Source: an optimization exercise on an open RTL-to-GDS flow (aim: small area, a short achievable clock period and few clock cycles). Production flows keep margins and buffers that such runs may drop.
Only simulation tests tie the RTL to the original design; equivalence was not proved.
Power is estimated from default activity; no workload was simulated.

==> design.v <==
`timescale 1ns/1ps
`default_nettype none
package exec_pkg;
	localparam int XLEN = 32;
	localparam int SEL_W = 4;
	localparam int LINK_STEP = 4;
	typedef logic [XLEN-1:0] word_t;
	typedef enum logic [5:0] {
		OP_ADD, OP_SUB, OP_SLL, OP_SLT, OP_SLTU,
		OP_XOR, OP_SRL, OP_SRA, OP_OR, OP_AND,
		OP_ADDI, OP_SLTI, OP_SLTIU, OP_XORI, OP_ORI,
		OP_ANDI, OP_SLLI, OP_SRLI, OP_SRAI,
		OP_LB, OP_LH, OP_LW, OP_LBU, OP_LHU,
		OP_SB, OP_SH, OP_SW,
		OP_BEQ, OP_BNE, OP_BLT, OP_BGE, OP_BLTU, OP_BGEU,
		OP_JAL, OP_JALR, OP_LUI, OP_AUIPC
	} exec_op_e;
	typedef enum logic [2:0] {
		CLS_ALU, CLS_BRANCH, CLS_JUMP, CLS_LOAD, CLS_STORE, CLS_UPPER
	} op_class_e;
	typedef struct packed {
		exec_op_e op;
		word_t rs1;
		word_t rs2;
		word_t imm;
		word_t pc;
	} exec_issue_t;
	typedef struct packed {
		logic rd_we;
		word_t rd_data;
		logic jump_taken;
		word_t jump_target;
	} exec_result_t;
	typedef struct packed {
		logic cyc;
		logic stb;
		logic we;
		word_t adr;
		logic [SEL_W-1:0] sel;
		word_t dat;
	} wb_m2s_t;
	typedef struct packed {
		logic ack;
		word_t dat;
	} wb_s2m_t;
	function automatic op_class_e op_class(exec_op_e op);
		case (op)
			exec_pkg::OP_LB, exec_pkg::OP_LH, exec_pkg::OP_LW, exec_pkg::OP_LBU, exec_pkg::OP_LHU: op_class = exec_pkg::CLS_LOAD;
			exec_pkg::OP_SB, exec_pkg::OP_SH, exec_pkg::OP_SW: op_class = exec_pkg::CLS_STORE;
			exec_pkg::OP_BEQ, exec_pkg::OP_BNE, exec_pkg::OP_BLT, exec_pkg::OP_BGE, exec_pkg::OP_BLTU, exec_pkg::OP_BGEU: op_class = exec_pkg::CLS_BRANCH;
			exec_pkg::OP_JAL, exec_pkg::OP_JALR: op_class = exec_pkg::CLS_JUMP;
			exec_pkg::OP_LUI, exec_pkg::OP_AUIPC: op_class = exec_pkg::CLS_UPPER;
			default: op_class = exec_pkg::CLS_ALU;  
		endcase
	endfunction
endpackage
`default_nettype wire
`timescale 1ns/1ps
`default_nettype none
module exec_alu (
	input  exec_pkg::word_t rs1,
	input  exec_pkg::word_t rs2,
	input  exec_pkg::word_t imm,
	input  logic [4:0]      shamt,
	input  logic            sub_r,     
	input  logic            sh_left,
	input  logic            sh_arith,
	output exec_pkg::word_t sum_r,     
	output exec_pkg::word_t sum_i,     
	output logic            ltu_r,     
	output logic            lts_r,     
	output logic            ltu_i,     
	output logic            lts_i,     
	output exec_pkg::word_t sh_r       
);
	logic [33:0] ar;
	assign ar = {1'b0, rs1, 1'b1} + {1'b0, rs2 ^ {32{sub_r}}, sub_r};
	assign sum_r = ar[32:1];
	assign ltu_r = rs1 < rs2;
	assign lts_r = $signed(rs1) < $signed(rs2);
	assign sum_i = rs1 + imm;
	assign ltu_i = rs1 < imm;
	assign lts_i = $signed(rs1) < $signed(imm);
	exec_pkg::word_t sh_in;
	exec_pkg::word_t s0, s1, s2, s3, s4;
	logic fill;
	always_comb begin
		for (int i = 0; i < 32; i++)
			sh_in[i] = sh_left ? rs1[31-i] : rs1[i];
	end
	assign fill = sh_arith & rs1[31];
	assign s0 = shamt[0] ? {fill, sh_in[31:1]} : sh_in;
	assign s1 = shamt[1] ? {{2{fill}}, s0[31:2]} : s0;
	assign s2 = shamt[2] ? {{4{fill}}, s1[31:4]} : s1;
	assign s3 = shamt[3] ? {{8{fill}}, s2[31:8]} : s2;
	assign s4 = shamt[4] ? {{16{fill}}, s3[31:16]} : s3;
	assign sh_r = s4;
endmodule
`default_nettype wire
`timescale 1ns/1ps
`default_nettype none
module branch_unit (
	input  exec_pkg::word_t rs1,
	input  exec_pkg::word_t rs2,
	input  exec_pkg::word_t imm,
	input  exec_pkg::word_t pc,
	output logic            eq,
	output exec_pkg::word_t pc_imm,
	output exec_pkg::word_t link
);
	assign eq = rs1 == rs2;
	assign pc_imm = pc + imm;
	assign link = {pc[31:2] + 30'd1, pc[1:0]};
endmodule
`default_nettype wire
`timescale 1ns/1ps
`default_nettype none
module lsu_wb (
	input  logic [1:0]      size,      
	input  logic [1:0]      ea_lo,
	input  logic            uns,
	output logic [3:0]      sel,
	output logic [3:0]      sgn,       
	output logic            byte_op,
	output logic            word_op,
	input  logic [3:0]      sel_q,
	input  logic [3:0]      sgn_q,
	input  logic            byte_q,
	input  logic            word_q,
	input  exec_pkg::word_t st_q,      
	output exec_pkg::word_t dat_o,     
	input  exec_pkg::word_t wb_dat,
	output exec_pkg::word_t load_data
);
	always_comb begin
		case (size)
			2'd0: sel = 4'b0001 << ea_lo;
			2'd1: sel = ea_lo[1] ? 4'b1100 : 4'b0011;
			default: sel = 4'b1111;
		endcase
	end
	assign byte_op = size == 2'd0;
	assign word_op = size == 2'd2;
	always_comb begin
		sgn = 4'b0000;
		if (!uns) begin
			if (byte_op) sgn = sel;
			else if (!word_op) sgn = ea_lo[1] ? 4'b1000 : 4'b0010;
		end
	end
	assign dat_o[7:0] = st_q[7:0];
	assign dat_o[15:8] = byte_q ? st_q[7:0] : st_q[15:8];
	assign dat_o[23:16] = word_q ? st_q[23:16] : st_q[7:0];
	assign dat_o[31:24] = word_q ? st_q[31:24] : (byte_q ? st_q[7:0] : st_q[15:8]);
	logic [3:0] b0_sel;       
	logic b1_lo, b1_hi;       
	logic sign;
	assign b0_sel = {sel_q[3] & !sel_q[2], sel_q[2] & !sel_q[1], sel_q[1] & !sel_q[0], sel_q[0]};
	assign b1_lo = !byte_q & sel_q[0];
	assign b1_hi = !byte_q & !sel_q[0];
	assign sign = |(sgn_q & {wb_dat[31], wb_dat[23], wb_dat[15], wb_dat[7]});
	assign load_data[7:0] = ({8{b0_sel[0]}} & wb_dat[7:0]) | ({8{b0_sel[1]}} & wb_dat[15:8])
		| ({8{b0_sel[2]}} & wb_dat[23:16]) | ({8{b0_sel[3]}} & wb_dat[31:24]);
	assign load_data[15:8] = ({8{b1_lo}} & wb_dat[15:8]) | ({8{b1_hi}} & wb_dat[31:24])
		| ({8{byte_q & sign}});
	assign load_data[31:16] = word_q ? wb_dat[31:16] : {16{sign}};
endmodule
`default_nettype wire
`timescale 1ns/1ps
`default_nettype none
module exec_unit (
	input  logic         clk,
	input  logic         rst,
	input  logic         issue_valid,
	output logic         issue_ready,
	input  exec_pkg::exec_issue_t  issue,
	output logic         result_valid,
	output exec_pkg::exec_result_t result,
	output exec_pkg::wb_m2s_t      wb_m,
	input  exec_pkg::wb_s2m_t      wb_s
);
	logic [5:0] op;
	assign op = issue.op;
	function automatic logic is_op(logic [5:0] o, exec_pkg::exec_op_e c);
		is_op = o == 6'(c);
	endfunction
	logic imm_shift, sub_r, sh_left, sh_arith;
	logic is_mem, is_store, is_branch, is_jump, jalr, uns;
	logic [1:0] size;
	assign imm_shift = op[4];    
	assign sh_left = !op[2] & !op[0] & (op[1] ^ op[4]);
	assign sh_arith = op[4] ? op[1] : op[0];
	assign is_mem = op >= 6'(exec_pkg::OP_LB) && op <= 6'(exec_pkg::OP_SW);
	assign is_store = op >= 6'(exec_pkg::OP_SB) && op <= 6'(exec_pkg::OP_SW);
	assign is_branch = op >= 6'(exec_pkg::OP_BEQ) && op <= 6'(exec_pkg::OP_BGEU);
	assign jalr = is_op(op, exec_pkg::OP_JALR);
	assign is_jump = is_op(op, exec_pkg::OP_JAL) | jalr;
	assign uns = is_op(op, exec_pkg::OP_LBU) | is_op(op, exec_pkg::OP_LHU);
	always_comb begin
		case (op)
			6'(exec_pkg::OP_LB), 6'(exec_pkg::OP_LBU), 6'(exec_pkg::OP_SB): size = 2'd0;
			6'(exec_pkg::OP_LH), 6'(exec_pkg::OP_LHU), 6'(exec_pkg::OP_SH): size = 2'd1;
			default: size = 2'd2;
		endcase
	end
	assign sub_r = op[0];
	logic r_add, r_addi, r_slt, r_sltu, r_slti, r_sltiu;
	logic r_logic, r_shr, r_shl, r_link, r_auipc;
	assign r_add = is_op(op, exec_pkg::OP_ADD) | is_op(op, exec_pkg::OP_SUB);
	assign r_addi = is_op(op, exec_pkg::OP_ADDI);
	assign r_slt = is_op(op, exec_pkg::OP_SLT);
	assign r_sltu = is_op(op, exec_pkg::OP_SLTU);
	assign r_slti = is_op(op, exec_pkg::OP_SLTI);
	assign r_sltiu = is_op(op, exec_pkg::OP_SLTIU);
	assign r_shr = is_op(op, exec_pkg::OP_SRL) | is_op(op, exec_pkg::OP_SRA)
		| is_op(op, exec_pkg::OP_SRLI) | is_op(op, exec_pkg::OP_SRAI);
	assign r_shl = is_op(op, exec_pkg::OP_SLL) | is_op(op, exec_pkg::OP_SLLI);
	assign r_link = is_jump;
	assign r_auipc = is_op(op, exec_pkg::OP_AUIPC);
	logic l_imm, l_pass, l_xor, l_and;
	assign l_xor = op[2] & op[0] & !op[1];
	assign l_and = !op[4] & op[3] & op[0] & (op[2] ~^ op[1]);
	assign l_pass = op[5] | (op[4] & op[3]);
	assign l_imm = (op[3] & op[2]) | op[5];
	assign r_logic = is_op(op, exec_pkg::OP_XOR) | is_op(op, exec_pkg::OP_XORI)
		| is_op(op, exec_pkg::OP_OR) | is_op(op, exec_pkg::OP_ORI)
		| is_op(op, exec_pkg::OP_AND) | is_op(op, exec_pkg::OP_ANDI)
		| is_op(op, exec_pkg::OP_LUI) | is_store;
	exec_pkg::word_t rs1, rs2, imm;
	assign rs1 = issue.rs1;
	assign rs2 = issue.rs2;
	assign imm = issue.imm;
	exec_pkg::word_t sum_r, sum_i, sh_r, pc_imm, link, sh_l;
	logic ltu_r, lts_r, ltu_i, lts_i, eq;
	exec_alu exec_alu_inst (
		.rs1      (rs1),
		.rs2      (rs2),
		.imm      (imm),
		.shamt    (imm_shift ? imm[4:0] : rs2[4:0]),
		.sub_r    (sub_r),
		.sh_left  (sh_left),
		.sh_arith (sh_arith),
		.sum_r    (sum_r),
		.sum_i    (sum_i),
		.ltu_r    (ltu_r),
		.lts_r    (lts_r),
		.ltu_i    (ltu_i),
		.lts_i    (lts_i),
		.sh_r     (sh_r)
	);
	branch_unit branch_unit_inst (
		.rs1    (rs1),
		.rs2    (rs2),
		.imm    (imm),
		.pc     (issue.pc),
		.eq     (eq),
		.pc_imm (pc_imm),
		.link   (link)
	);
	always_comb begin
		for (int i = 0; i < 32; i++)
			sh_l[i] = sh_r[31-i];
	end
	logic [3:0] sel_d;
	logic [3:0] sgn_d, sgn_q;    
	logic byte_d, byte_q, word_d, word_q;
	logic busy;
	logic [3:0] sel_q;
	logic xfl_q;          
	logic jt_q;           
	logic rv_q;
	logic r2rd_q;             
	exec_pkg::word_t r1_q;    
	exec_pkg::word_t r2_q;    
	exec_pkg::word_t load_data;
	exec_pkg::word_t dat_o;
	lsu_wb lsu_wb_inst (
		.size      (size),
		.ea_lo     (sum_i[1:0]),
		.uns       (uns),
		.sel       (sel_d),
		.sgn       (sgn_d),
		.byte_op   (byte_d),
		.word_op   (word_d),
		.sel_q     (sel_q),
		.sgn_q     (sgn_q),
		.byte_q    (byte_q),
		.word_q    (word_q),
		.st_q      (r1_q),
		.dat_o     (dat_o),
		.wb_dat    (wb_s.dat),
		.load_data (load_data)
	);
	logic br_eq, br_lts, br_ltu, br_inv;
	assign br_eq = is_op(op, exec_pkg::OP_BEQ) | is_op(op, exec_pkg::OP_BNE);
	assign br_lts = is_op(op, exec_pkg::OP_BLT) | is_op(op, exec_pkg::OP_BGE);
	assign br_ltu = is_op(op, exec_pkg::OP_BLTU) | is_op(op, exec_pkg::OP_BGEU);
	assign br_inv = !op[0];
	logic jt_d;
	logic slt_bit;
	exec_pkg::word_t r1_d, r2_d;
	assign jt_d = (is_mem & uns) | is_jump | (br_eq & (eq ^ br_inv))
		| (br_lts & (lts_r ^ br_inv)) | (br_ltu & (ltu_r ^ br_inv));
	assign slt_bit = (r_slt & lts_r) | (r_sltu & ltu_r) | (r_slti & lts_i) | (r_sltiu & ltu_i);
	exec_pkg::word_t la, lb, lres;
	assign la = l_pass ? '0 : rs1;
	assign lb = l_imm ? imm : rs2;
	assign lres = l_xor ? (la ^ lb) : (l_and ? (la & lb) : (la | lb));
	logic rd_r2;
	assign rd_r2 = r_add | r_addi | r_auipc | r_slt | r_sltu | r_slti | r_sltiu;
	assign r1_d = ({32{r_logic}} & lres)
		| ({32{r_shr}} & sh_r)
		| ({32{r_shl}} & sh_l)
		| ({32{r_link}} & link);
	assign r2_d = ({32{r_add}} & sum_r)
		| ({32{r_addi | is_mem | jalr}} & {sum_i[31:1], sum_i[0] & !jalr})
		| ({32{r_auipc | is_branch | is_op(op, exec_pkg::OP_JAL)}} & pc_imm)
		| {31'd0, slt_bit};
	logic accept;
	logic done;
	assign done = busy & wb_s.ack;
	assign issue_ready = !busy | wb_s.ack;
	assign accept = issue_valid & issue_ready;
	always_ff @(posedge clk) begin
		if (rst) begin
			busy <= 1'b0;
			rv_q <= 1'b0;
		end else begin
			busy <= accept ? is_mem : (busy & !wb_s.ack);
			rv_q <= accept & !is_mem;
		end
	end
	always_ff @(posedge clk) begin
		if (issue_ready) begin
			r1_q <= r1_d;
			r2_q <= r2_d;
			sel_q <= sel_d;
			sgn_q <= sgn_d;
			byte_q <= byte_d;
			word_q <= word_d;
			xfl_q <= is_mem ? is_store : !is_branch;
			r2rd_q <= rd_r2;
			jt_q <= jt_d;
		end
	end
	assign result_valid = rv_q | done;
	assign result.rd_we = busy ? !xfl_q : xfl_q;
	assign result.rd_data = busy ? load_data : (r2rd_q ? r2_q : r1_q);
	assign result.jump_taken = jt_q & !busy;
	assign result.jump_target = r2_q;
	assign wb_m = {busy, busy, xfl_q, r2_q[31:2], 2'b00, sel_q, dat_o};  
endmodule
`default_nettype wire
`timescale 1ns/1ps
`default_nettype none
module exec_top (
	input  logic        clk,
	input  logic        rst,
	input  logic        issue_valid,
	output logic        issue_ready,
	input  logic [5:0]  issue_op,
	input  logic [31:0] issue_rs1,
	input  logic [31:0] issue_rs2,
	input  logic [31:0] issue_imm,
	input  logic [31:0] issue_pc,
	output logic        result_valid,
	output logic        result_rd_we,
	output logic [31:0] result_rd_data,
	output logic        result_jump_taken,
	output logic [31:0] result_jump_target,
	output logic        wb_cyc,
	output logic        wb_stb,
	output logic        wb_we,
	output logic [31:0] wb_adr,
	output logic [3:0]  wb_sel,
	output logic [31:0] wb_dat_o,
	input  logic        wb_ack,
	input  logic [31:0] wb_dat_i
);
	exec_pkg::exec_issue_t issue;
	exec_pkg::exec_result_t result;
	exec_pkg::wb_m2s_t wb_m;
	exec_pkg::wb_s2m_t wb_s;
	assign issue = {exec_pkg::exec_op_e'(issue_op), issue_rs1, issue_rs2, issue_imm, issue_pc};
	assign {result_rd_we, result_rd_data, result_jump_taken, result_jump_target} = result;
	assign {wb_cyc, wb_stb, wb_we, wb_adr, wb_sel, wb_dat_o} = wb_m;
	assign wb_s = {wb_ack, wb_dat_i};
	exec_unit exec_unit_inst (
		.clk          (clk),
		.rst          (rst),
		.issue_valid  (issue_valid),
		.issue_ready  (issue_ready),
		.issue        (issue),
		.result_valid (result_valid),
		.result       (result),
		.wb_m         (wb_m),
		.wb_s         (wb_s)
	);
endmodule
`default_nettype wire
==> flow/run.sh <==
#!/bin/bash
# The standard layout, with these changes:
# - synthesis is the standard flow's script, except that ABC maps the logic with
#   flow/abc_map.script (delay-targeted map with area recovery) instead of
#   ORFS's script; registers are mapped before ABC and are unchanged;
# - the adders are left to ABC instead of the library's adder cells;
# - the port buffers are buf_2 cells;
# - after clock tree synthesis, timing repair works only on the worst 5% of
#   the failing endpoints (TNS_END_PERCENT 5) to keep the area down.
# Each step's full log is in orfs/logs/; make's own output is in standard.log.
set -euo pipefail
here=$(pwd)
{
  head -n 1 synth_recipe.tcl
  cat <<EOT
proc abc {args} {
  set out {}
  set skip 0
  foreach a \$args {
    if { \$skip } { set skip 0; continue }
    if { \$a eq "-script" } { set skip 1; continue }
    lappend out \$a
  }
  yosys abc -script $here/flow/abc_map.script {*}\$out
}
EOT
  tail -n +2 synth_recipe.tcl
} > synth_custom.tcl
args=("SYNTH_SCRIPT=$here/synth_custom.tcl" "ADDER_MAP_FILE="
  "BUFFER_PORTS_ARGS=-buffer_cell sky130_fd_sc_hd__buf_2")
bash standard.sh "${args[@]}" cts > standard.log 2>&1
bash standard.sh "${args[@]}" "TNS_END_PERCENT=5" finish >> standard.log 2>&1
==> flow/abc_map.script <==
strash
dch
map -D 1700
topo
stime -c
buffer -c
upsize -D 1700 -c
dnsize -D 1700 -c
==> standard.sh <==
#!/bin/bash
# synth_recipe.tcl (not shown) runs the flow's synth.tcl, then flattens the netlist and writes it again
# the make line also repeats each setting of config.mk as NAME=value (left out here)
make -C /OpenROAD-flow-scripts/flow DESIGN_CONFIG=/design/flow/config.mk WORK_HOME=/design/flow/orfs CLKGATE_MAP_FILE= SYNTH_SCRIPT=/design/flow/synth_recipe.tcl "${@:-finish}"
==> config.mk <==
export PLATFORM = sky130hd
export DESIGN_NAME = exec_top
export DESIGN_NICKNAME = exec_top
export VERILOG_FILES = /design/flow/design.v
export SDC_FILE = /design/flow/constraint.sdc
export NUM_CORES = 4
export LEC_CHECK = 0
export CAP_MARGIN = 20
export CORE_MARGIN = 2
export CORE_UTILIZATION = 40
export PLACE_DENSITY = 0.6
export SETUP_SLACK_MARGIN = 2.75
export SLEW_MARGIN = 20
==> constraint.sdc <==
create_clock -name core_clock -period 6.5 [get_ports {clk}]
set_input_delay 1.3000 -clock core_clock [delete_from_list [all_inputs] [get_ports {clk}]]
set_output_delay 1.3000 -clock core_clock [all_outputs]
set_load 0.01 [all_outputs]
==> metrics.yaml, run 1 <==
synth-seq-area-share_pct: 15.0
numCtsBuffers: 9
post-route-period-util_pct: 60.3
path_clk_slew_ns: 0.08
core_area_um2: 38600
num_rows: 72
drtAntennaViolNets: 0
synthAdderAreaFrac_pct: 0
antenna_found_initial: 4
highest-signal-layer: "met4"
cap_violations: 0
slew_headroom_pct: 29.6
wl_met3_mm: 13.7
nFillCells: 4163
synth_top_family_by_area: "simple AND/OR/NAND/NOR gates"
critical_path_arrival_ns: 3.90
wl_met1_mm: 37.0
swShare_pct: 51.9
cp-start-kind: "input port"
period_needed_ns: 3.92
htree_levels: 3
first_global_vias: 21000
final_area_um2: 19600
crit_type: "input port to register"
vdd_ir_drop_max_mv: 0.119
ys_types: 59
mostFrequentLayoutCell: "nand2_1"
cts_buffer_depth: 2
crit_path_max_fanout: 14
leakage_uw: 0.00906
gp_congestion: 1.12
num-nets-final: 3351
p_seq_share_pct: 22.3
worst-slew-pin-transition_ns: 1.04
synth_compound_area_share_pct: 33.1
clock.fmax_mhz: 255
worstHoldPathType: "input port to register"
wl_met2_mm: 39.4
dieArea_um2: 40800
finalWirelength_mm: 97.8
slew_viol_final: 0
seq_area_um2: 2350
synth-main-ff-cell: "edfxtp_1"
port_buffers: 306
ioPinCount: 309
p_int_uw: 1640
cts.sinks: 79
dieHeight_um: 202
multi_input_area_um2: 12100
postSynthAreaPerCell_um2: 5.44
synthArstFlopShare_pct: 0
syn_to_final_growth_pct: 24.6
overflow: 0
p_clk_share_pct: 16.9
detail_route.vias_per_cell: 6.20
synthMuxAreaShare_pct: 0.893
clockRootBuffer: "clkbuf_16"
via_count: 23000
synth_edf_count: 77
cellPowerDensity_nw_per_um2: 174
drt-pass1-iter-count: 7
rsz0062_at_grt: "yes"
critPathCaptureType: "register"
route.detailed.drc: 0
hold_viol: 0
synthSimpleGateAreaFrac_pct: 33.9
die_w_um: 202
pwr-share-comb_pct: 60.8
place_area_um2: 17500
wl_per_cell_um: 26.4
outcome: "timing/DRC/antenna clean"
cp.required_ns: 6.48
layout_common_cells: "nand2_1, nor2_1, inv_1, buf_2, a21oi_1"
synthXorXnorAreaFrac_pct: 3.35
synth-seq-cells: 79
tns_ns: 0
first_iter_violations: 3519
netSwitchingPower_uw: 1770
worstSkewPairLatency_ns: 0.37
hold_ws_ns: 1.10
post_route_cells_drive_above_1_share_pct: 19.7
initial_core_util_pct: 40.6
synth.cell_area_um2: 15700
skew_ns: 0.0161
cts_tree: "built"
hpwl_mm: 79.0
setup_violations: 0
track_usage_pct: 45.8
synthCells: 2886
grt_max_degree: 60
synth_warnings: 3
grt_pass1_wl_mm: 138
ctsHoldBuffers: 0
[worst max-delay path, stage by stage]
cell,delay (ns)
buf_2,0.12
inv_1,0.17
nor2_2,0.14
nor2_4,0.36
o22ai_1,0.16
inv_1,0.14
nor2_2,0.08
a31oi_1,0.14
buf_4,0.34
nand2_4,0.18
buf_4,0.24
nand2_1,0.17
o221ai_1,0.33
[Yosys cell counts (4+ instances only)]
| library cell | n | area, um2 |
|---|---|---|
| nor2_1 | 524 | 1970 |
| clkbuf_1 | 90 | 338 |
| clkinv_1 | 8 | 30.0 |
| o22ai_1 | 17 | 106 |
| o211ai_1 | 32 | 240 |
| a21oi_1 | 293 | 1470 |
| nand3_1 | 114 | 571 |
| a2111oi_0 | 4 | 35.0 |
| nand3b_1 | 7 | 52.6 |
| buf_1 | 5 | 18.8 |
| or2_2 | 8 | 50.1 |
| o21bai_1 | 12 | 90.1 |
| a21o_1 | 6 | 45.0 |
| o311ai_0 | 4 | 35.0 |
| o21ai_0 | 335 | 1680 |
| xnor2_1 | 32 | 280 |
| a21boi_0 | 6 | 45.0 |
| buf_4 | 43 | 323 |
| nand2_1 | 561 | 2110 |
| xor2_1 | 28 | 245 |
| nor3_4 | 4 | 65.1 |
| o221ai_1 | 24 | 210 |
| mux2i_1 | 14 | 140 |
| nor4_1 | 10 | 62.6 |
| a211oi_1 | 11 | 82.6 |
| o2111ai_1 | 5 | 43.8 |
| o21ai_1 | 4 | 20.0 |
| inv_1 | 381 | 1430 |
| nand2_2 | 4 | 25.0 |
| a31oi_1 | 13 | 81.3 |
| nand4_1 | 14 | 87.6 |
| a311oi_1 | 4 | 35.0 |
| a32oi_1 | 21 | 184 |
| edfxtp_1 | 77 | 2310 |
| nor3_1 | 53 | 265 |
| o21a_1 | 10 | 75.1 |
| a22oi_1 | 73 | 548 |
| a221oi_1 | 4 | 35.0 |
[stage by stage]
stage	util (%)	power (uW)	worst slack, ns	cells
2_1_floorplan	-	1810	2.75	2887
3_3_place_gp	45.3	2550	1.39	3607
3_5_place_dp	45.3	2560	1.43	3607
4_1_cts	48.3	3210	2.61	3660
5_1_grt	50.6	3540	2.63	3704
6_report	50.6	3410	2.58	3708
[cell families after synthesis]
| family | after synthesis |
|---|---|
| AO/OA/AOI/OAI | 893 |
| XOR/XNOR | 60 |
| buffers and inverters | 531 |
| flip-flops | 79 |
| multiplexers | 14 |
| other | 1 |
| AND/OR/NAND/NOR | 1308 |
[worst paths after layout]
| kind | startpoint | slack [ns] | cells past startpoint | endpoint |
|---|---|---|---|---|
| max | issue_op[2] | 2.58 | 13 | exec_unit_inst.r2_q[14] |
| min | rst | 1.10 | 2 | exec_unit_inst.rv_q |
| max reg2reg | exec_unit_inst.busy | 3.96 | 7 | exec_unit_inst.r1_q[10] |
| min reg2reg | exec_unit_inst.busy | 1.59 | 6 | exec_unit_inst.r2_q[17] |
[layer usage]
| layer | track usage [%] | vias up |
|---|---|---|
| li1 | - | 10300 |
| met5 | 0.357 | - |
| met1 | 58.3 | 10400 |
| met2 | 68.4 | 1870 |
| met3 | 12.9 | 357 |
| met4 | 28.0 | 0 |
[sequential cells by signal, summed over array words and instances (netlist names), 4 cells and up]
name and count:
exec_unit_inst.r1_q 32, exec_unit_inst.sgn_q 4, exec_unit_inst.sel_q 4, exec_unit_inst.r2_q 32
[timing repair]
item,4_1_cts,5_1_grt
cloned,6,3
endpoints found under the setup margin,81,71
pin swaps,25,31
buffers inserted,31,41
gates resized for setup,168,142
[power groups by stage]
stage	Clock (uW)	Sequential [uW]	Combinational (uW)
6_report	576	760	2070
5_1_grt	592	762	2180
4_1_cts	578	755	1880
3_5_place_dp	0	766	1790
3_3_place_gp	0	764	1790
2_1_floorplan	0	728	1080
[cell type report]
cell class	count	share of cell area (%)
antenna	4	0.0512
clock buffer	10	1.17
clock inverter	6	0.474
inverter	390	7.73
multi-input combinational	2280	61.8
sequential	79	12.0
tap	518	3.31
timing repair buffer	419	13.4
timing repair inverter	2	0.0640
Testbench counts, summed over its fixed seeds: cycles 27,965.
==> inputs of run 2 (changes only) <==
--- a/design.v
+++ b/design.v
@@ -308,13 +308,24 @@
 	assign lres = l_xor ? (la ^ lb) : (l_and ? (la & lb) : (la | lb));
 	logic rd_r2;
 	assign rd_r2 = r_add | r_addi | r_auipc | r_slt | r_sltu | r_slti | r_sltiu;
-	assign r1_d = ({32{r_logic}} & lres)
-		| ({32{r_shr}} & sh_r)
-		| ({32{r_shl}} & sh_l)
-		| ({32{r_link}} & link);
-	assign r2_d = ({32{r_add}} & sum_r)
-		| ({32{r_addi | is_mem | jalr}} & {sum_i[31:1], sum_i[0] & !jalr})
-		| ({32{r_auipc | is_branch | is_op(op, exec_pkg::OP_JAL)}} & pc_imm)
+	logic s1_logic, s1_shr, s1_shl, s1_link;
+	assign s1_logic = op[3] | (op[2] & !op[1] & !op[4] & !op[5]) | (op[5] & op[1] & op[0]);
+	assign s1_shr = !op[5] & !op[3] & (op[4] ? (op[1] ^ op[0]) : (op[2] & op[1]));
+	assign s1_shl = !op[5] & !op[3] & !op[2] & !op[0] & (op[1] ^ op[4]);
+	assign s1_link = op[5] & !(op[1] & op[0]);
+	logic s2_sum_r, s2_sum_i, s2_pc;
+	assign s2_sum_r = !op[5] & !op[4] & !op[3] & !op[2] & !op[1];
+	assign s2_sum_i = op[5] ? op[1]
+		: op[4] ? !(op[3] & (op[2] | (op[1] & op[0])))
+		: (op[3] & op[1] & !op[0] & !op[2]);
+	assign s2_pc = op[5] ? !op[1] : (op[4] & op[3] & (op[2] | (op[1] & op[0])));
+	assign r1_d = ({32{s1_logic}} & lres)
+		| ({32{s1_shr}} & sh_r)
+		| ({32{s1_shl}} & sh_l)
+		| ({32{s1_link}} & link);
+	assign r2_d = ({32{s2_sum_r}} & sum_r)
+		| ({32{s2_sum_i}} & {sum_i[31:1], sum_i[0] & !op[5]})
+		| ({32{s2_pc}} & pc_imm)
 		| {31'd0, slt_bit};
 	logic accept;
 	logic done;
==> metrics.yaml, run 2 <==
first_iter_violations: 3290  # was 3519
dieHeight_um: 201  # was 202 um
drtAntennaViolNets: 0  # unchanged
cellPowerDensity_nw_per_um2: 183  # was 174 nW/um2
numCtsBuffers: 9  # unchanged
hold_ws_ns: 1.11  # was 1.10 ns
worstHoldPathType: "input port to register"  # unchanged
crit_type: "input port to register"  # unchanged
worstSkewPairLatency_ns: 0.38  # was 0.37 ns
route.detailed.drc: 0  # unchanged
min_delay_worst_endpoint: "exec_unit_inst.busy"  # was exec_unit_inst.rv_q
initial_core_util_pct: 40.8  # was 40.6%
layout_common_cells: "nand2_1, nor2_1, a21oi_1, inv_1, buf_2"  # was nand2_1, nor2_1, inv_1, buf_2, a21oi_1
gp_congestion: 1.14  # was 1.12
r2r-start: "exec_unit_inst.busy"  # unchanged
via_count: 22500  # was 23000
drt-pass1-iter-count: 7  # unchanged
cp.required_ns: 6.56  # was 6.48 ns
first_global_vias: 20100  # was 21000
dieArea_um2: 40200  # was 40800 um2
rsz0062_at_grt: "yes"  # unchanged
hpwl_mm: 73.9  # was 79.0 mm
slew_viol_final: 0  # unchanged
hold_viol: 0  # unchanged
grt_max_degree: 80  # was 60
reg2reg_to: "exec_unit_inst.r2_q[15]"  # was exec_unit_inst.r1_q[10]
holdPathStages: 2  # unchanged
port_buffers: 306  # unchanged
p_clk_share_pct: 18.3  # was 16.9%
synth_edf_count: 77  # unchanged
critical_path_arrival_ns: 4.00  # was 3.90 ns
die_w_um: 201  # was 202 um
p_int_uw: 1620  # was 1640 uW
post_route_cells_drive_above_1_share_pct: 19.5  # was 19.7%
p_seq_share_pct: 22.9  # was 22.3%
grt_pass1_wl_mm: 130  # was 138 mm
synth_top_cells_by_area: "edfxtp_1, nand2_1, nor2_1"  # unchanged
num-nets-final: 3220  # was 3351
crit_path_max_fanout: 6  # was 14
ys_types: 62  # was 59
path_cells: "buf_2 > or2_2 > nand4_1 > a31oi_4 > a31o_2 > nand3_1 > nand3_1 > inv_1 > o21ai_4 > a21oi_1 > o21ai_0 > o21ai_0 > o211ai_1"  # was buf_2 > inv_1 > nor2_2 > nor2_4 > o22ai_1 > inv_1 > nor2_2 > a31oi_1 > buf_4 > nand2_4 > buf_4 > nand2_1 > o221ai_1
slew_headroom_pct: 14.1  # was 29.6%
detail_route.vias_per_cell: 6.30  # was 6.20
period_needed_ns: 3.94  # was 3.92 ns
synth_warnings: 3  # unchanged
regToRegSetupSlack_ns: 3.96  # about the same
synth-seq-cells: 79  # unchanged
holdCritStartpoint: "rst"  # unchanged
synthArstFlopShare_pct: 0  # unchanged
synth-main-ff-cell: "edfxtp_1"  # unchanged
worst-slew-pin-transition_ns: 1.28  # was 1.04 ns
synth_top_area_share_pct: 15.0  # was 14.7%
wl_per_cell_um: 25.7  # was 26.4 um
critical_path.max_stage_delay_ns: 0.35  # was 0.36 ns
synthCells: 2810  # was 2886
clock.fmax_mhz: 254  # was 255 MHz
synth.largest_area_cell: "edfxtp_1"  # unchanged
syn_to_final_growth_pct: 21.3  # was 24.6%
yosysMostFrequentCell: "nand2_1"  # unchanged
tns_ns: 0  # unchanged
crit_buf_inv: 2  # was 5
post-place-ws_ns: 1.39  # was 1.43 ns
cap_violations: 0  # unchanged
path_clk_slew_ns: 0.07  # was 0.08 ns
worstRegToRegCells: 6  # was 7
swShare_pct: 52.8  # was 51.9%
num_rows: 71  # was 72
synth-seq-area-share_pct: 15.2  # was 15.0%
vdd_ir_drop_max_mv: 0.116  # was 0.119 mV
overflow: 0  # unchanged
cts.sinks: 79  # unchanged
crit_slowest_cell: "o21ai_0"  # was nor2_4
reg.largest.list: "exec_unit_inst.r1_q (32), exec_unit_inst.r2_q (32)"  # unchanged
postSynthAreaPerCell_um2: 5.50  # was 5.44 um2
clockRootBuffer: "clkbuf_16"  # unchanged
pwr-share-comb_pct: 58.8  # was 60.8%
post-route-period-util_pct: 60.6  # was 60.3%
netSwitchingPower_uw: 1810  # was 1770 uW
cts_buffer_depth: 2  # unchanged
synth_common_cells: "nand2_1, nor2_1, o21ai_0"  # was nand2_1, nor2_1, inv_1
antenna_found_initial: 3  # was 4
leakage_uw: 0.00837  # was 0.00906 uW
outcome: "timing/DRC/antenna clean"  # unchanged
track_usage_pct: 43.2  # was 45.8%
ioPinCount: 309  # unchanged
core_area_um2: 37800  # was 38600 um2
cp-start-kind: "input port"  # unchanged
critPathTopFamily: "compound AO/OA/AOI/OAI gates"  # was buffers and inverters
synth.cell_area_um2: 15400  # was 15700 um2
skew_ns: 0.0150  # was 0.0161 ns
setup_slack_ns: 2.56  # was 2.58 ns
cts_tree: "built"  # unchanged
mostFrequentLayoutCell: "nand2_1"  # unchanged
finalWirelength_mm: 91.6  # was 97.8 mm
fin_util_pct: 49.5  # was 50.6%
htree_levels: 3  # unchanged
setup_violations: 0  # unchanged
critPathCaptureType: "register"  # unchanged
-- run 2: final cells by class --
class	count	area (um2)
sequential	79	2350
timing repair inverter	3	22.5
clock inverter	7	109
tap	511	639
clock buffer	9	225
timing repair buffer	369	2160
inverter	345	1350
multi-input combinational	2243	11900
fill	4193	19100
antenna	3	7.51
-- run 2: per-layer routing --
layer / vias up / GRT usage, % / wire length, um
met3: 312 / 13.8 / 12800
met2: 1716 / 64.1 / 37500
met5: - / 0 / 13
met4: 2 / 25.2 / 6490
met1: 10400 / 54.7 / 34700
li1: 10100 / - / -
-- run 2: cell families after synthesis --
group                     after synthesis  share of synthesized area [%]
AOI/OAI and AO/OA                     953                           35.3
xor gates and xnor gates               63                           3.57
buffers and inverters                 489                           13.0
DFF                                    79                           15.2
muxes                                  12                          0.777
other                                   1                         0.0243
and+or+nand+nor                      1213                           32.2
-- run 2: how the worst max path moves through the flow --
| stage | start | end | slack [ns] | cells after the start |
|---|---|---|---|---|
| 3_5_place_dp | issue_op[0] | exec_unit_inst.r2_q[30] | 1.39 | 13 |
| 4_1_cts | issue_pc[2] | exec_unit_inst.r1_q[30] | 2.57 | 15 |
| 2_1_floorplan | wb_ack | issue_ready | 2.75 | 2 |
| 6_report | issue_imm[1] | exec_unit_inst.r2_q[25] | 2.56 | 13 |
| 3_3_place_gp | issue_op[0] | exec_unit_inst.r2_q[30] | 1.41 | 13 |
| 5_1_grt | issue_op[4] | exec_unit_inst.r1_q[3] | 2.55 | 20 |
-- run 2: repair_timing --
action                     in CTS  in global routing
resized for setup             176                134
hold buffers                    0                  0
pin swaps                      29                 36
cloned                          3                  2
setup buffers                  23                 14
setup endpoints to repair      82                 80
-- run 2: power groups by stage --
stage                     sequential (uW)  clock, uW  combinational, uW
after CTS                             776        625               1850
after global routing                  786        643               2120
after detailed placement              788          0               1770
after global placement                785          0               1770
final                                 784        628               2010
after floorplan                       726          0               1080
-- run 2: per-stage QoR --
step                power (uW)  cells  instance area, um2
finish                    3430   3569               18700
global route              3550   3566               18700
CTS                       3250   3550               18200
detailed placement        2560   3508               17100
global placement          2550   3508               17100
floorplan                 1810   2811               15500
Testbench counts of run 2, summed over its fixed seeds: cycles 27,965.
==> inputs of run 3 (changes only) <==
--- a/config.mk
+++ b/config.mk
@@ -9,5 +9,5 @@
 export CORE_MARGIN = 2
 export CORE_UTILIZATION = 40
 export PLACE_DENSITY = 0.6
-export SETUP_SLACK_MARGIN = 2.75
+export SETUP_SLACK_MARGIN = 2.6
 export SLEW_MARGIN = 20
==> metrics.yaml, run 3 <==
path_clk_slew_ns: 0.08  # was 0.07 ns
path_depth: 16  # was 13
crit_buf_inv: 3  # was 2
synth-seq-area-share_pct: 15.2  # unchanged
route.detailed.drc: 0  # unchanged
critPathCaptureType: "register"  # unchanged
clock.fmax_mhz: 249  # was 254 MHz
dieArea_um2: 40200  # unchanged
synth_top_area_share_pct: 15.0  # unchanged
numCtsBuffers: 9  # unchanged
mostFrequentLayoutCell: "nand2_1"  # unchanged
grt_pass1_wl_mm: 129  # was 130 mm
worstSkewPairLatency_ns: 0.38  # about the same
crit_type: "input port to register"  # unchanged
min_delay_worst_endpoint: "exec_unit_inst.busy"  # unchanged
num-nets-final: 3201  # was 3220
initial_core_util_pct: 40.8  # unchanged
syn_to_final_growth_pct: 17.4  # was 21.3%
synth_top_cells_by_area: "edfxtp_1, nand2_1, nor2_1"  # unchanged
wl_per_cell_um: 25.5  # was 25.7 um
crit_path_max_fanout: 6  # unchanged
slew_viol_final: 0  # unchanged
period_needed_ns: 4.02  # was 3.94 ns
htree_levels: 3  # unchanged
ioPinCount: 309  # unchanged
worstRegToRegCells: 6  # unchanged
worstHoldPathType: "input port to register"  # unchanged
synth.cell_area_um2: 15400  # unchanged
vdd_ir_drop_max_mv: 0.115  # was 0.116 mV
synth-seq-cells: 79  # unchanged
cp-start-kind: "input port"  # unchanged
first_global_vias: 20000  # was 20100
postSynthAreaPerCell_um2: 5.50  # unchanged
nFillCells: 4235  # was 4193
core_area_um2: 37800  # unchanged
cts.sinks: 79  # unchanged
worst-slew-pin-transition_ns: 1.25  # was 1.28 ns
die_w_um: 201  # unchanged
leakage_uw: 0.00818  # was 0.00837 uW
skew_ns: 0.0159  # was 0.0150 ns
hold_ws_ns: 1.10  # was 1.11 ns
synth_edf_count: 77  # unchanged
r2r-start: "exec_unit_inst.busy"  # unchanged
cellPowerDensity_nw_per_um2: 185  # was 183 nW/um2
drt-pass1-iter-count: 8  # was 7
regToRegSetupSlack_ns: 3.96  # about the same
hold_viol: 0  # unchanged
layout_common_cells: "nand2_1, nor2_1, a21oi_1, inv_1, buf_2"  # unchanged
synth-main-ff-cell: "edfxtp_1"  # unchanged
post_route_cells_drive_above_1_share_pct: 16.3  # was 19.5%
detail_route.vias_per_cell: 6.25  # was 6.30
antenna_found_initial: 4  # was 3
crit_slowest_cell: "o21ai_1"  # was o21ai_0
outcome: "timing/DRC/antenna clean"  # unchanged
path_cells: "buf_2 > nand2_1 > nand4_1 > nand2_1 > nand3_1 > o211ai_1 > a31oi_2 > inv_1 > a21oi_1 > buf_4 > o21ai_1 > a21boi_2 > o21ai_0 > a21oi_1 > o21ai_0 > o211ai_1"  # was buf_2 > or2_2 > nand4_1 > a31oi_4 > a31o_2 > nand3_1 > nand3_1 > inv_1 > o21ai_4 > a21oi_1 > o21ai_0 > o21ai_0 > o211ai_1
synthArstFlopShare_pct: 0  # unchanged
first_iter_violations: 3422  # was 3290
ys_types: 62  # unchanged
gp_congestion: 1.14  # unchanged
yosysMostFrequentCell: "nand2_1"  # unchanged
setup_violations: 0  # unchanged
port_buffers: 306  # unchanged
dieHeight_um: 201  # unchanged
grt_max_degree: 80  # unchanged
cts_tree: "built"  # unchanged
overflow: 0  # unchanged
synth.largest_area_cell: "edfxtp_1"  # unchanged
critical_path_arrival_ns: 4.10  # was 4.00 ns
holdPathStages: 2  # unchanged
post-route-period-util_pct: 61.8  # was 60.6%
num_rows: 71  # unchanged
reg.largest.list: "exec_unit_inst.r1_q (32), exec_unit_inst.r2_q (32)"  # unchanged
cts_buffer_depth: 2  # unchanged
finalWirelength_mm: 90.5  # was 91.6 mm
synthCells: 2810  # unchanged
hpwl_mm: 73.9  # unchanged
via_count: 22200  # was 22500
slew_headroom_pct: 16.5  # was 14.1%
drtAntennaViolNets: 0  # unchanged
holdCritStartpoint: "rst"  # unchanged
critical_path.max_stage_delay_ns: 0.46  # was 0.35 ns
track_usage_pct: 42.9  # was 43.2%
rsz0062_at_grt: "yes"  # unchanged
cap_violations: 0  # unchanged
clockRootBuffer: "clkbuf_16"  # unchanged
tns_ns: 0  # unchanged
synth_warnings: 3  # unchanged
critPathTopFamily: "compound AO/OA/AOI/OAI gates"  # unchanged
synth_common_cells: "nand2_1, nor2_1, o21ai_0"  # unchanged
reg2reg_to: "exec_unit_inst.r2_q[13]"  # was exec_unit_inst.r2_q[15]
cp.required_ns: 6.58  # was 6.56 ns
-- run 3: cell counts after synthesis --
Identical to the previous run, type by type.
-- run 3: routing by layer --
metal	global-route usage [%]	up-vias	routed length, um
met5	0	-	73
met4	24.8	4	6450
li1	-	10000	-
met3	13.9	292	12900
met2	63.6	1669	36900
met1	54.6	10200	34200
-- run 3: area by class of cell --
class | instances | area (um2) | area share (%)
Inverter | 345 | 1320 | 7.27
Antenna cell | 2 | 5.00 | 0.0276
Sequential cell | 79 | 2350 | 13.0
Multi-Input combinational cell | 2243 | 11500 | 63.4
Timing Repair inverter | 2 | 15.0 | 0.0828
Timing Repair Buffer | 351 | 1970 | 10.8
Clock buffer | 9 | 225 | 1.24
Tap cell | 511 | 639 | 3.52
Clock inverter | 7 | 109 | 0.600
-- run 3: through the flow --
stage	total power (uW)	instance area (um2)	instances	worst slack, ns	util [%]
floorplan	1810	15500	2811	2.75	-
global placement	2550	17100	3508	1.41	45.3
detailed placement	2560	17100	3508	1.39	45.3
CTS	3210	17900	3544	2.59	47.2
global route	3480	18100	3547	2.46	47.9
finish	3360	18100	3549	2.48	47.9
-- run 3: cell families (layout without fill, tap and decap cells) --
family          count (synthesis)  after routing  share of synthesized area (%)
compound gates                953            953                           35.3
xor+xnor                       63             63                           3.57
buf+inv                       489            714                           13.0
flops                          79             79                           15.2
mux                            12             12                          0.777
other cells                     1              4                         0.0243
simple gates                 1213           1213                           32.2
-- run 3: worst max-delay path by stage --
stage                       from                       to
finish              issue_imm[1]  exec_unit_inst.r2_q[26]
global route         issue_op[4]  exec_unit_inst.r1_q[16]
CTS                  issue_pc[3]  exec_unit_inst.r1_q[30]
detailed placement   issue_op[0]  exec_unit_inst.r2_q[30]
global placement     issue_op[0]  exec_unit_inst.r2_q[30]
floorplan                 wb_ack              issue_ready
-- run 3: what timing repair did --
item | CTS | global route
buffers inserted | 17 | 3
hold buffers | 0 | 0
endpoints found under the setup margin | 63 | 58
resized for setup | 80 | 99
gates cloned | 3 | 0
pin swaps | 20 | 13
-- run 3: report_power, final --
part	switching [uW]	total (uW)	leakage, uW	internal (uW)
logic	1360	1940	0.00719	581
clock network	285	632	0.000164	347
registers	125	784	0.000827	658
total	1770	3360	0.00818	1590
==> inputs of run 4 (changes only) <==
--- a/design.v
+++ b/design.v
@@ -188,7 +188,7 @@
 	logic is_mem, is_store, is_branch, is_jump, jalr, uns;
 	logic [1:0] size;
 	assign imm_shift = op[4];    
-	assign sh_left = !op[2] & !op[0] & (op[1] ^ op[4]);
+	assign sh_left = !(op[2] | op[0] | (op[1] & op[4]));
 	assign sh_arith = op[4] ? op[1] : op[0];
 	assign is_mem = op >= 6'(exec_pkg::OP_LB) && op <= 6'(exec_pkg::OP_SW);
 	assign is_store = op >= 6'(exec_pkg::OP_SB) && op <= 6'(exec_pkg::OP_SW);
==> metrics.yaml, run 4 <==
swShare_pct: 51.9  # was 52.7%
finalWirelength_mm: 92.4  # was 90.5 mm
period_needed_ns: 4.03  # was 4.02 ns
gp_congestion: 1.11  # was 1.14
post-place-ws_ns: 1.37  # was 1.39 ns
cp-start-kind: "input port"  # unchanged
post_route_cells_drive_above_1_share_pct: 16.4  # was 16.3%
layout_common_cells: "nand2_1, nor2_1, inv_1, a21oi_1, o21ai_0"  # was nand2_1, nor2_1, a21oi_1, inv_1, buf_2
ctsHoldBuffers: 0  # unchanged
rsz0062_at_grt: "yes"  # unchanged
grt_max_degree: 67  # was 80
route.detailed.drc: 0  # unchanged
initial_core_util_pct: 40.4  # was 40.8%
nFillCells: 4274  # was 4235
grt_pass1_wl_mm: 130  # was 129 mm
netSwitchingPower_uw: 1710  # was 1770 uW
drt-pass1-iter-count: 6  # was 8
setup_slack_ns: 2.47  # was 2.48 ns
dieHeight_um: 201  # about the same
synth_common_cells: "nand2_1, nor2_1, o21ai_0"  # unchanged
synthCells: 2837  # was 2810
final_area_um2: 18300  # was 18100 um2
num_rows: 72  # was 71
pwr-share-comb_pct: 60.0  # was 57.8%
skew_ns: 0.00951  # was 0.0159 ns
postSynthAreaPerCell_um2: 5.48  # was 5.50 um2
cap_violations: 0  # unchanged
synthArstFlopShare_pct: 0  # unchanged
detail_route.vias_per_cell: 6.15  # was 6.25
die_w_um: 201  # about the same
synth_top_area_share_pct: 14.9  # was 15.0%
outcome: "timing/DRC/antenna clean"  # unchanged
wl_per_cell_um: 25.7  # was 25.5 um
core_area_um2: 38500  # was 37800 um2
first_global_vias: 19900  # was 20000
multi_input_area_um2: 11600  # was 11500 um2
tns_ns: 0  # unchanged
ioPinCount: 309  # unchanged
synth_edf_count: 77  # unchanged
p_int_uw: 1580  # was 1590 uW
clockRootBuffer: "clkbuf_16"  # unchanged
post-route-period-util_pct: 62.0  # was 61.8%
syn_to_final_growth_pct: 17.8  # was 17.4%
path_clk_slew_ns: 0.06  # was 0.08 ns
track_usage_pct: 43.5  # was 42.9%
synth-main-ff-cell: "edfxtp_1"  # unchanged
antenna_found_initial: 5  # was 4
cts_tree: "built"  # unchanged
place_area_um2: 17300  # was 17100 um2
synth_warnings: 3  # unchanged
worstSkewPairLatency_ns: 0.36  # was 0.38 ns
dieArea_um2: 40500  # was 40200 um2
port_buffers: 306  # unchanged
p_seq_share_pct: 23.0  # was 23.3%
seq_area_um2: 2350  # unchanged
critical_path_arrival_ns: 4.15  # was 4.10 ns
yosysMostFrequentCell: "nand2_1"  # unchanged
slew_viol_final: 0  # unchanged
htree_levels: 3  # unchanged
num-nets-final: 3240  # was 3201
leakage_uw: 0.00844  # was 0.00818 uW
first_iter_violations: 3750  # was 3422
via_count: 22100  # was 22200
overflow: 0  # unchanged
cts_buffer_depth: 2  # unchanged
crit_path_max_fanout: 28  # was 6
ys_types: 66  # was 62
critPathCaptureType: "register"  # unchanged
numCtsBuffers: 9  # unchanged
p_clk_share_pct: 17.0  # was 18.8%
reg.largest.list: "exec_unit_inst.r1_q (32), exec_unit_inst.r2_q (32)"  # unchanged
synth.cell_area_um2: 15600  # was 15400 um2
synth-seq-area-share_pct: 15.1  # was 15.2%
hold_viol: 0  # unchanged
slew_headroom_pct: 23.9  # was 16.5%
setup_violations: 0  # unchanged
synth_top_cells_by_area: "edfxtp_1, nand2_1, nor2_1"  # unchanged
synth-seq-cells: 79  # unchanged
synth.largest_area_cell: "edfxtp_1"  # unchanged
drtAntennaViolNets: 0  # unchanged
crit_type: "input port to register"  # unchanged
fin_util_pct: 47.6  # was 47.9%
clock.fmax_mhz: 248  # was 249 MHz
worstHoldPathType: "input port to register"  # unchanged
cts.sinks: 79  # unchanged
cellPowerDensity_nw_per_um2: 179  # was 185 nW/um2
vdd_ir_drop_max_mv: 0.112  # was 0.115 mV
worst-slew-pin-transition_ns: 1.14  # was 1.25 ns
hpwl_mm: 76.7  # was 73.9 mm
mostFrequentLayoutCell: "nand2_1"  # unchanged
cp.required_ns: 6.63  # was 6.58 ns
-- run 4: final timing paths --
kind                       start                       to  slack [ns]  cells past startpoint
min reg2reg  exec_unit_inst.busy      exec_unit_inst.busy        1.59                      4
max                  issue_op[0]  exec_unit_inst.r1_q[19]        2.47                     13
min                          rst      exec_unit_inst.busy        1.12                      2
max reg2reg  exec_unit_inst.busy  exec_unit_inst.r2_q[25]        3.77                      4
-- run 4: metrics by stage --
stage | hold slack (ns) | std cells | total power, uW
floorplan | 1.37 | 2838 | 1810
global placement | 1.48 | 3541 | 2560
detailed placement | 1.48 | 3541 | 2560
CTS | 1.12 | 3572 | 3150
global route | 1.12 | 3594 | 3420
finish | 1.12 | 3595 | 3290
-- run 4: layout make-up --
| class | count | area share [%] |
|---|---|---|
| Antenna cell | 2 | 0.0273 |
| Clock buffer | 10 | 1.25 |
| Multi-Input combinational cell | 2262 | 63.2 |
| Sequential cell | 79 | 12.8 |
| Timing Repair inverter | 3 | 0.109 |
| Inverter | 353 | 7.42 |
| Clock inverter | 6 | 0.464 |
| Tap cell | 518 | 3.54 |
| Timing Repair Buffer | 362 | 11.1 |
-- run 4: power groups by stage --
stage | clock, uW | sequential [uW] | combinational, uW
global placement | 0 | 761 | 1800
global route | 575 | 760 | 2090
finish | 557 | 757 | 1970
floorplan | 0 | 727 | 1090
CTS | 556 | 754 | 1840
detailed placement | 0 | 765 | 1800
-- run 4: routing by layer --
layer | routed length (um) | vias up | track usage (%) | part of all wire, %
li1 | - | 10100 | - | -
met1 | 36600 | 10100 | 58.0 | 40
met2 | 38500 | 1672 | 66.2 | 42
met3 | 12200 | 249 | 10.8 | 13
met4 | 5080 | 2 | 19.7 | 5.5
met5 | 13 | - | 0 | 0.014
-- run 4: kinds of logic (layout without fill, tap and decap cells) --
group / Yosys count / after routing / share of synthesized area [%]
and+or+nand+nor: 1248 / 1250 / 32.8
AOI/OAI and AO/OA: 941 / 941 / 34.9
buffers and inverters: 499 / 734 / 13.1
DFF: 79 / 79 / 15.1
xor gates and xnor gates: 60 / 60 / 3.38
muxes: 9 / 9 / 0.579
other: 1 / 4 / 0.0241
-- run 4: critical path, stage by stage --
cell        delay (ns)
clkbuf_4          0.22
clkinvlp_4        0.14
buf_12            0.16
nor2_4            0.17
nor2_1            0.06
buf_4             0.25
a22oi_1           0.19
buf_4             0.34
clkinvlp_4        0.25
buf_4             0.21
a211oi_1          0.52
a21oi_1           0.10
o211ai_1          0.21
-- run 4: timing repair --
item / 4_1_cts / 5_1_grt
pin swaps: 5 / 11
endpoints found under the hold margin: 0 / 0
endpoints found under the setup margin: 59 / 67
resized for setup: 72 / 75
buffers inserted: 11 / 18
cloned: 4 / 3
Testbench counts of run 4, summed over its fixed seeds: cycles 27,965.

==> what the ideal ports hide <==
The results above use ideal ports. As a check the final layouts listed here were re-extracted and re-timed, cells and wires unchanged.
Step 1: set_driving_cell puts a clkbuf_16 on clk and a buf_2 on each other input, an assumption about the parent block.
Step 2, shift: input delay + t, output delay - t, t = (earliest + latest rising clock arrival at the registers) / 2. This alone moves slack from input paths to output paths.
Slacks: no drivers / after step 1 / after step 2; pairs: no drivers / after step 1.
run | t, ns | slack for setup (ns) | worst setup path at the end | pins driven straight from the clock port
run 1 | 0.412 | 2.581 / 2.610 / 2.197 | input to register | 1
run 2 | 0.419 | 2.559 / 2.592 / 2.173 | input to register | 1
run 3 | 0.423 | 2.480 / 2.514 / 2.091 | input to register | 1
run 4 | 0.408 | 2.472 / 2.491 / 2.083 | input to register | 1
After both steps every run listed still meets setup and hold.
